From an optimization exercise on the open Yosys and OpenROAD flow, aimed at small area, a short achievable clock period and few clock cycles per item; shortcuts taken in it are not production practice.
Where RTL was checked, it was by simulation tests only, not by an equivalence proof against the original.
No activity file was given, so power comes from the tool's default toggle rates.

==> run M: inputs <==
Design learning_switch_with_tree_election_unit, start of the top module:
module learning_switch_with_tree_election_unit #(
  parameter int unsigned PORTS         = lsw_pkg::PortsDefault,
  parameter int unsigned TABLE_ENTRIES = lsw_pkg::TableEntriesDefault
) (
  input  wire                          clk_i,
  input  wire                          rst_ni,
  input  wire                          cfg_we_i,
  input  wire  [lsw_pkg::CfgIdxW-1:0]  cfg_idx_i,
  input  wire  [lsw_pkg::CfgDataW-1:0] cfg_wdata_i,
  input  wire                          push,
  output logic                         full,
  input  wire                          kind_i,
  input  wire  [2:0]                   in_port_i,
  input  wire  [7:0]                   pkt_src_i,
  input  wire  [7:0]                   pkt_dst_i,
  input  wire                          is_control_i,
  input  wire  [1:0]                   sender_type_i,
  input  wire  [7:0]                   adv_root_i,
  input  wire  [7:0]                   adv_dist_i,
  input  wire                          sender_child_i,
  output logic                         empty,
  input  wire                          pop,
  output logic [1:0]                   action_o,
  output logic [2:0]                   out_port_o,
  output logic [7:0]                   port_mask_o,
  output logic [7:0]                   ctl_root_o,
  output logic [7:0]                   ctl_dist_o,
  output logic [7:0]                   child_mask_o
);
  logic       v0_q;
  logic       kind0_q, ctrl0_q, child0_q;
  logic [2:0] port0_q;
  logic [7:0] aroot0_q, cand0_q;
  logic [15:0] shi0_q, slo0_q;
  logic       cov0_q, host0_q, sw0_q;
  logic [3:0]  dtop0_q, dmid0_q;
  logic [15:0] dlo0_q;
  logic       accept;
  logic [8:0] cand_in;
  assign cand_in = {1'b0, adv_dist_i} + 9'd1;
  assign accept = push && !full;
  always_ff @(posedge clk_i or negedge rst_ni) begin
    if (!rst_ni) v0_q <= 1'b0;
    else         v0_q <= accept;
  end
  always_ff @(posedge clk_i) begin
    kind0_q  <= kind_i;
    ctrl0_q  <= is_control_i;
  ...
clock: 6.0 ns
lec_check: 0
cap_margin: 20
core_margin: 2
core_utilization: 70
cts_cluster_diameter: 100
cts_cluster_size: 25
setup_slack_margin: 3.6
slew_margin: 20
run.sh (not shown) runs the stock make flow with config.mk's settings and CLKGATE_MAP_FILE= SYNTH_SCRIPT=/design/flow/synth_recipe.tcl, a recipe that flattens the netlist after the stock synthesis.
==> run C (differences from run M) <==
--- a/flow/design.v
+++ b/flow/design.v
@@ -123,13 +123,13 @@
   always_ff @(posedge clk_i or negedge rst_ni) begin
     if (!rst_ni) tvalid_q <= '0;
     else         tvalid_q <= tvalid_q | twe;
   end
   always_ff @(posedge clk_i) begin
     for (int i = 0; i < 256; i++) begin
-      tport_q[i] <= ({3{tvalid_q[i]}} & tport_q[i]) | ({3{twe[i]}} & port0_q);
+      if (twe[i]) tport_q[i] <= port0_q;
     end
   end
   logic       v1_q;
   logic       kind1_q, ctrl1_q, child1_q, host1_q, sw1_q, hit1, cov1_q;
   logic [2:0] port1_q, hport1;
   logic [7:0] aroot1_q, cand1_q;
==> flow/flow/run.sh (new file) <==
#!/bin/bash
# Standard layout, except that clock tree synthesis inserts no dummy loads.
# Each tool's output goes to the ORFS logs under orfs/logs; make's own output to flow_make.log.
set -euo pipefail
export CTS_ARGS="-sink_clustering_enable -repair_clock_nets -dont_use_dummy_load -sink_clustering_size 25 -sink_clustering_max_diameter 100"
bash standard.sh > flow_make.log 2>&1
==> flow/standard.sh (new file) <==
#!/bin/bash
# synth_recipe.tcl (not shown) runs the flow's synth.tcl, then flattens the netlist and writes it again
# the make line also repeats each setting of config.mk as NAME=value (left out here)
make -C /OpenROAD-flow-scripts/flow DESIGN_CONFIG=/design/flow/config.mk WORK_HOME=/design/flow/orfs CLKGATE_MAP_FILE= SYNTH_SCRIPT=/design/flow/synth_recipe.tcl "${@:-finish}"
- CORE_UTILIZATION: 70 -> 60
removed: flow/run.sh
==> comparison table <==
quantity                                                                                                   run M                      run C
Power Combinational                                                                                      1.95 mW                    1.87 mW
Required time of the critical path                                                                       6.61 ns                    4.80 ns
Pin count of the biggest net entering global routing                                                         108                        182
Net switching fraction of the power                                                                        0.272                      0.249
Multi-input gate count                                                                                      3495                       2180
Non-clock buffer total of the final layout                                                                   246                        197
Share of power burned in the clock network                                                                 0.291                      0.262
Post-synthesis share of cell area spent on full adders, half adders and majority gates                    0.0135                     0.0133
Area share of the leading cell type in the synthesized netlist                                             0.353                      0.488
Most common library cell in the layout ignoring fill and taps                           sky130_fd_sc_hd__nand2_1  sky130_fd_sc_hd__edfxtp_1
Top cell type by total area after synthesis                                             sky130_fd_sc_hd__dfxtp_1  sky130_fd_sc_hd__edfxtp_1
Hold path endpoint                                                                           aroot1_q[3]$_DFF_P_         cand1_q[7]$_DFF_P_
Worst Clk Skew                                                                                         0.0224 ns                  0.0579 ns
Vertical extent of the die                                                                                273 um                     297 um
Portion of netlist area occupied by mux cells                                                            0.00676                    0.00492
Final worst hold slack                                                                                  0.333 ns                   0.333 ns
Worst Setup Path Type                                                                       register to register     register to output pin
Cell with the largest stage delay on the worst path                                     sky130_fd_sc_hd__dfxtp_2   sky130_fd_sc_hd__dfrtp_1
Via count of the first global-routing pass                                                                 40206                      32230
Fillcell total                                                                                              5091                       6166
Headroom to the max-slew limit                                                                             0.103                      0.299
Mapped Area                                                                                            50700 um2                  51400 um2
Sum of buffers and inverters on the critical path                                                              0                          1
Worst slew pin tran                                                                                      1.34 ns                    1.05 ns
Met1 track demand over resource in global routing                                                          0.604                      0.425
Starting Density                                                                                           0.708                      0.604
Result of the run                                                                       timing/DRC/antenna clean   timing/DRC/antenna clean
Testbench counts of run C, summed over its fixed seeds: cycles 24,024, items 24,000.
No functional check of the RTL was part of run M.

==> afterwards: timing with drivers on the ports <==
Ports are ideal in the flow. The routed layouts listed here were re-timed in OpenROAD.
Step 1: set_driving_cell puts a clkbuf_16 on clk_i and a buf_2 on each other input, an assumption about the parent block.
Step 2 moves the port delays by t, midway between the first and last clock arrival at a register: inputs arrive t later, outputs are due t later. That takes back most of the time a late clock gives input paths.
Three values: ideal, step 1, step 2; two values: the first two.
run	shift t [ns]	slack for setup (ns)	worst setup path after step 2	clock arrival spread, ns
run M	0.774	3.450 / 3.424 / 2.945	input to register	0.030 / 0.031
run C	0.725	3.574 / 3.504 / 2.969	input to register	0.063 / 0.064
After both steps every run listed still meets setup and hold. For run C, which loses most, drivers alone change the setup slack by -0.070 ns; drivers and shift together by -0.605 ns.
